Source: an optimization exercise on an open RTL-to-GDS flow (aim: small area, a short achievable clock period and few clock cycles per item). Production flows keep margins and buffers that such runs may drop. In this exercise RTL edits were held to simulation tests only and were not proved equivalent to the original.

==> inputs of 10-10 <==
// bitmap_fit_allocator
module bitmap_fit_allocator (
  input  logic        clk,
  input  logic        rst,
  input  logic        req_valid,
  output logic        req_ready,
  input  logic        req_action,
  input  logic [1:0]  req_algorithm,
  input  logic [10:0] req_count,
  input  logic [9:0]  req_start,
  output logic        rsp_valid,
  input  logic        rsp_ready,
  output logic [1:0]  rsp_status,
  output logic [9:0]  rsp_start,
  output logic [10:0] rsp_count,
  output logic [10:0] rsp_free
);
export LEC_CHECK = 0
export CAP_MARGIN = 20
export CORE_MARGIN = 2
export CORE_UTILIZATION = 40
export SETUP_SLACK_MARGIN = 5
export SLEW_MARGIN = 20
create_clock -name core_clock -period 15.0 [get_ports {clk}]
standard.sh (not shown) runs the stock make flow with config.mk's settings and CLKGATE_MAP_FILE= SYNTH_SCRIPT=/design/flow/synth_recipe.tcl, a recipe that flattens the netlist after the stock synthesis.
==> flow/flow/run.sh <==
#!/bin/bash
set -uo pipefail
WORK=$(pwd)
PLAT=${FLOW_PLATFORM:-sky130hd}
RES=orfs/results/$PLAT/bitmap_fit_allocator/base

# 1. The standard synthesis, in orfs/ where standard.sh keeps its results.
bash standard.sh synth > synth_standard.log 2>&1 || exit 1

# 2. The own synthesis, in orfs_own/, with a copy of ORFS's scripts whose abc
#    script is flow/abc_map.script.
rm -rf scripts_own
cp -r "$FLOW_HOME/scripts" scripts_own
cp flow/abc_map.script scripts_own/abc_speed.script
sed -e "s#WORK_HOME=[^ ]*#WORK_HOME=$WORK/orfs_own#" \
    -e "s#\"\${@:-finish}\"#ADDER_MAP_FILE= SCRIPTS_DIR=$WORK/scripts_own \"\${@:-finish}\"#" \
    standard.sh > standard_own.sh
RES_OWN=orfs_own/results/$PLAT/bitmap_fit_allocator/base
if bash standard_own.sh synth > synth_own.log 2>&1; then
  regs() {
    grep -oE 'sky130_fd_sc_hd__[a-z0-9]*df[a-z0-9]*_[0-9]+ +[^ (]+' "$1" | sort
  }
  regs $RES/1_2_yosys.v > regs_standard.txt
  regs $RES_OWN/1_2_yosys.v > regs_own.txt
  if [[ -s regs_standard.txt ]] && cmp -s regs_standard.txt regs_own.txt; then
    echo "registers match: using the own synthesis" > synth_choice.log
    for f in 1_2_yosys.v 1_2_yosys.sdc 1_synth.odb 1_synth.sdc; do
      cp $RES_OWN/$f $RES/$f
    done
  else
    echo "registers differ: using the standard synthesis" > synth_choice.log
    diff regs_standard.txt regs_own.txt >> synth_choice.log
  fi
else
  echo "own synthesis failed: using the standard synthesis" > synth_choice.log
fi

# 3. The rest of the standard flow, from the floorplan to the final DEF.
bash standard.sh > layout.log 2>&1
==> flow/flow/abc_map.script <==
strash
dch
map -B 0.9
buffer
upsize
dnsize
==> inputs of 05-05, as changes to 10-10 <==
--- a/flow/design.v
+++ b/flow/design.v
@@ -116,27 +116,32 @@
   localparam logic [1:0] K_BAD  = 2'd2;    
   localparam logic [1:0] M_IDLE = 2'd0;
   localparam logic [1:0] M_SCAN = 2'd1;
   localparam logic [1:0] M_WAIT = 2'd2;
   localparam logic [1:0] M_MARK = 2'd3;
-  logic stall;
-  logic r_valid;
-  assign stall = r_valid && !rsp_ready;
+  logic            stall;
+  logic            r_valid, q_valid;
+  logic [1:0]      r_status, q_status;
+  logic [IdxW-1:0] r_start, q_start;
+  logic [CntW-1:0] r_count, q_count, r_free, q_free;
+  assign stall = q_valid;
+  logic rst_q;
   logic [W-1:0]  fmap [NW];
   logic [NW-1:1] wone;       
   logic [W-1:0]  rd;
   logic [AW-1:0] rp;         
   logic [NW-1:0] rsel;       
   logic          wr_en;
   logic [W-1:0]  wr_word, wr_bus;
-  assign wr_bus = wr_word | {W{rst}};
+  assign wr_bus = wr_word | {W{rst_q}};
   always_ff @(posedge clk) begin
+    rst_q <= rst;
     for (int i = 0; i < NW; i++) begin
-      if (rst || (wr_en && rsel[i])) fmap[i] <= wr_bus;
+      if (rst_q || (wr_en && rsel[i])) fmap[i] <= wr_bus;
     end
     for (int i = 1; i < NW; i++) begin
-      if (rst || (wr_en && rsel[i])) wone[i] <= &wr_bus;
+      if (rst_q || (wr_en && rsel[i])) wone[i] <= &wr_bus;
     end
   end
   always_comb begin
     rd = '0;
     for (int i = 0; i < NW; i++) rd = rd | (fmap[i] & {W{rsel[i]}});
@@ -242,10 +247,13 @@
   assign add_w  = wfull ? CntW'(W) + xtra : CntW'(wpre);
   assign need_w = (cur.cluster_count > add_w) ? cur.cluster_count - add_w : '0;
   assign db_w   = (CntW+1)'(pf ? f_len : CntW'(wbl)) - (CntW+1)'(add_w);
   assign kf_w   = (CntW+1)'(add_w) - (CntW+1)'(t_cnt);
   assign kp_w   = (CntW+1)'(wsuf) - (CntW+1)'(t_cnt);
+  logic beq_w, nge_w;
+  assign beq_w  = (pf ? f_len : CntW'(wbl)) == cur.cluster_count;
+  assign nge_w  = cur.cluster_count >= add_w;
   logic            c_v;
   logic [1:0]      c_k;
   logic            c_last;
   logic [IdxW-1:0] c_s;
   logic [CntW-1:0] c_n;
@@ -261,61 +269,84 @@
   logic [IdxW-1:0] c_bs;
   logic            c_tail;
   logic [CntW-1:0] c_need;    
   logic [CntW:0]   c_db;      
   logic [CntW:0]   c_kf, c_kp;  
+  logic            c_beq;     
+  logic            c_nge;     
   logic [CntW-1:0] cl;       
   logic [IdxW-1:0] cs;
   logic            hv;       
   logic [CntW-1:0] hl;
   logic [IdxW-1:0] hs;
+  logic            heq;      
   logic [CntW-1:0] unseen;   
   logic [CntW-1:0] free_total;
   logic [CntW-1:0] c_len;
   logic [IdxW-1:0] c_start;
   logic            cv;
   assign c_len   = cl + c_add;
   assign c_start = (cl == '0) ? c_base : cs;
   assign cv      = (cl >= c_need) && c_ends;
-  logic            n_v;
+  logic            n_v, n_eq;
   logic [CntW-1:0] n_l;
   logic [IdxW-1:0] n_s;
+  logic            pc, pb;
   always_comb begin
-    logic pc, pb;
     logic b_c;
     b_c = (best && (c_db[CntW] || c_db[CntW-1:0] < cl)) ||
           (worst && !c_db[CntW] && c_db[CntW-1:0] > cl);
     pb = c_bv && (!hv || beats(c_bl, hl)) && (!cv || b_c);
     pc = !pb && cv && (!hv || beats(c_len, hl));
     n_v = hv || cv || c_bv;
     n_l = pb ? c_bl : pc ? c_len : hl;
     n_s = pb ? c_bs : pc ? c_start : hs;
+    n_eq = pb ? c_beq : pc ? (c_nge && cl == c_need) : heq;
   end
   logic [CntW-1:0] ncl, rem;
   logic [CntW:0]   rem_s;
   logic [IdxW-1:0] ncs;
   logic            scan_end, found;
   assign ncl    = c_full ? c_len : CntW'(c_suf);
   assign ncs    = c_full ? c_start : c_fs;
   assign rem_s  = c_full ? ((CntW+1)'(cl) + (CntW+1)'(unseen) + c_kf)
                          : ((CntW+1)'(unseen) + c_kp);
   assign rem    = rem_s[CntW-1:0];
+  logic ge_rem;
+  assign ge_rem = pb ? (c_bl >= rem) : pc ? (c_len >= rem) : (hl >= rem);
   assign scan_end = c_v && (c_k == K_SCAN) &&
                     (c_tail || (first && n_v) || (rem < cur.cluster_count) ||
-                     (best && n_v && n_l == cur.cluster_count) ||
-                     (worst && n_v && n_l >= rem));
+                     (best && n_v && n_eq) ||
+                     (worst && n_v && ge_rem));
   assign found = n_v;
   logic [CntW-1:0] free_n;
   always_comb begin
     free_n = free_total;
     if (c_v && c_k == K_REL) free_n = free_total + CntW'(c_cnt);
     if (scan_end && found)   free_n = free_total - cur.cluster_count;
   end
-  logic [1:0]      r_status;
-  logic [IdxW-1:0] r_start;
-  logic [CntW-1:0] r_count;
   logic            answer;
+  logic [1:0]      a_status;
+  logic [IdxW-1:0] a_start;
+  logic [CntW-1:0] a_count;
+  always_comb begin
+    if (c_k == K_SCAN) begin
+      a_status = found ? bfa_pkg::ST_OK
+               : (free_total < cur.cluster_count) ? bfa_pkg::ST_NOSPACE
+                                                  : bfa_pkg::ST_NOFIT;
+      a_start  = found ? n_s : '0;
+      a_count  = found ? cur.cluster_count : '0;
+    end else if (c_k == K_REL) begin
+      a_status = bfa_pkg::ST_OK;
+      a_start  = c_s;
+      a_count  = c_n;
+    end else begin
+      a_status = c_last ? bfa_pkg::ST_NOFIT : bfa_pkg::ST_BADRANGE;
+      a_start  = '0;
+      a_count  = '0;
+    end
+  end
   assign answer = c_v && ((c_k == K_SCAN) ? scan_end : (c_k == K_BAD || c_last));
   logic r_done;
   always_comb begin
     r_done = 1'b0;
     case (mode)
@@ -336,14 +367,29 @@
       nxt_v      <= 1'b0;
       mode       <= M_IDLE;
       t_v        <= 1'b0;
       c_v        <= 1'b0;
       r_valid    <= 1'b0;
+      q_valid    <= 1'b0;
       free_total <= CntW'(1024);
       unseen     <= CntW'(1024);
     end else begin
-      if (r_valid && rsp_ready) r_valid <= 1'b0;
+      if (!r_valid || rsp_ready) begin
+        if (q_valid) begin
+          r_valid  <= 1'b1;
+          r_status <= q_status; r_start <= q_start; r_count <= q_count; r_free <= q_free;
+          q_valid  <= 1'b0;
+        end else if (answer) begin
+          r_valid  <= 1'b1;
+          r_status <= a_status; r_start <= a_start; r_count <= a_count; r_free <= free_n;
+        end else begin
+          r_valid  <= 1'b0;
+        end
+      end else if (!q_valid && answer) begin
+        q_valid  <= 1'b1;
+        q_status <= a_status; q_start <= a_start; q_count <= a_count; q_free <= free_n;
+      end
       if (take && !(load && !nxt_v)) begin
         nxt   <= req;
         nxt_v <= 1'b1;
       end else if (nxt_v && load) begin
         nxt_v <= 1'b0;
@@ -423,44 +469,28 @@
         c_tail <= tail;
         c_need <= need_w;
         c_db   <= db_w;
         c_kf   <= kf_w;
         c_kp   <= kp_w;
+        c_beq  <= beq_w;
+        c_nge  <= nge_w;
         if (load && src.action == bfa_pkg::ACT_ALLOC) begin
-          cl <= '0; cs <= '0; hv <= 1'b0; hl <= '0; hs <= '0;
+          cl <= '0; cs <= '0; hv <= 1'b0; hl <= '0; hs <= '0; heq <= 1'b0;
         end else if (c_v && c_k == K_SCAN) begin
-          cl <= ncl; cs <= ncs; hv <= n_v; hl <= n_l; hs <= n_s;
+          cl <= ncl; cs <= ncs; hv <= n_v; hl <= n_l; hs <= n_s; heq <= n_eq;
         end
         free_total <= free_n;
         if (load && src.action == bfa_pkg::ACT_ALLOC) unseen <= free_n;
         else if (c_v && c_k == K_REL) unseen <= unseen + CntW'(c_cnt);
         else if (c_v && c_k == K_SCAN) unseen <= unseen - CntW'(c_cnt);
-        if (answer) begin
-          r_valid <= 1'b1;
-          if (c_k == K_SCAN) begin
-            r_status <= found ? bfa_pkg::ST_OK
-                      : (free_total < cur.cluster_count) ? bfa_pkg::ST_NOSPACE
-                                                         : bfa_pkg::ST_NOFIT;
-            r_start  <= found ? n_s : '0;
-            r_count  <= found ? cur.cluster_count : '0;
-          end else if (c_k == K_REL) begin
-            r_status <= bfa_pkg::ST_OK;
-            r_start  <= c_s;
-            r_count  <= c_n;
-          end else begin
-            r_status <= c_last ? bfa_pkg::ST_NOFIT : bfa_pkg::ST_BADRANGE;
-            r_start  <= '0;
-            r_count  <= '0;
-          end
-        end
       end
     end
   end
   assign rsp.status        = r_status;
   assign rsp.granted_start = r_start;
   assign rsp.granted_count = r_count;
-  assign rsp.free_count    = free_total;
+  assign rsp.free_count    = r_free;
   assign rsp_valid         = r_valid;
 endmodule
 module bitmap_fit_allocator (
   input  logic        clk,
   input  logic        rst,
--- a/flow/flow/run.sh
+++ b/flow/flow/run.sh
@@ -33,7 +33,13 @@
   fi
 else
   echo "own synthesis failed: using the standard synthesis" > synth_choice.log
 fi
 
-# 3. The rest of the standard flow, from the floorplan to the final DEF.
-bash standard.sh > layout.log 2>&1
+# 3. The rest of the standard flow, from the floorplan to the final DEF, with
+#    the resizer aiming at REPAIR_MARGIN ns of setup slack (at the design's
+#    clock period and constraints) instead of config.mk's SETUP_SLACK_MARGIN.
+REPAIR_MARGIN=$(cat flow/repair_margin.txt)
+sed -e "s#SETUP_SLACK_MARGIN=[^ ]*##" \
+    -e "s#\"\${@:-finish}\"#SETUP_SLACK_MARGIN=$REPAIR_MARGIN \"\${@:-finish}\"#" \
+    standard.sh > standard_layout.sh
+bash standard_layout.sh > layout.log 2>&1
==> flow/flow/abc_map.script (replaced) <==
strash
dch
map -B 0.9
topo
buffer
upsize
dnsize
==> flow/flow/repair_margin.txt (new file) <==
7.5
--- a/flow/config.mk
+++ b/flow/config.mk
@@ -5,8 +5,8 @@
 export SDC_FILE = /design/flow/constraint.sdc
 export NUM_CORES = 4
 export LEC_CHECK = 0
 export CAP_MARGIN = 20
 export CORE_MARGIN = 2
-export CORE_UTILIZATION = 40
+export CORE_UTILIZATION = 50
 export SETUP_SLACK_MARGIN = 5
 export SLEW_MARGIN = 20
==> metrics.md <==
| Metric | Value |
|---|---|
| Outcome | `timing/DRC/antenna clean` |
| Fillers | `between 15,000 and 20,000` |
| Min Clock Period, post-route | `7.44 ns` |
| DRT Pass-1 Iters | `11` |
| WHS Endpoint | `u_unit.c_k[0]$_DFFE_PP_` |
| Fin area | `0.118 sq mm` |
| Worst path slowest cell | `nor4_1` |
| Register area | `roughly 0.045 sq mm` |
| Vias | `99,300` |
| Grt met3 use | `9.68%` |
[end of results for 05-05]
==> metrics.md <==
| Metric | Value |
|---|---|
| Outcome | `timing/DRC/antenna clean` |
| Fin area | `0.106 sq mm` |
| Vias | `91,600` |
| Grt met3 use | `5.26%` |
| DRT Pass-1 Iters | `9` |
| WHS Endpoint | `u_unit.c_n[3]$_DFFE_PP_` |
| Register area | `~0.044 sq mm` |
| Worst path slowest cell | `edfxtp_1` |
| Fillers | `24,100` |
| Min Clock Period, post-route | `9.36 ns` |
[end of results for 10-10]
Testbench counts of 10-10, summed over its fixed seeds: cycles 15,290, items 3,200.
Testbench counts of 05-05, summed over its fixed seeds: cycles 15,290, items 3,200.

==> port drivers added, routing unchanged <==
Ports are ideal in the flow. The routed layouts listed here were re-timed in OpenROAD.
Step 1, drivers: a clkbuf_16 drives clk and a buf_2 each remaining input, both assumed.
Step 2, shift: input delay + t, output delay - t, t = (earliest + latest rising clock arrival at the registers) / 2. This alone moves slack from input paths to output paths.
Three values: no drivers, after step 1, after step 2; two values: the first two.
| run | t (ns) | setup slack, ns | clock arrival spread, ns |
|---|---|---|---|
| 10-10 | 0.923 | 5.643 / 5.643 / 5.643 | 0.073 / 0.074 |
| 05-05 | 0.925 | 7.563 / 7.563 / 7.563 | 0.062 / 0.063 |
After both steps setup and hold are still met in every run listed.
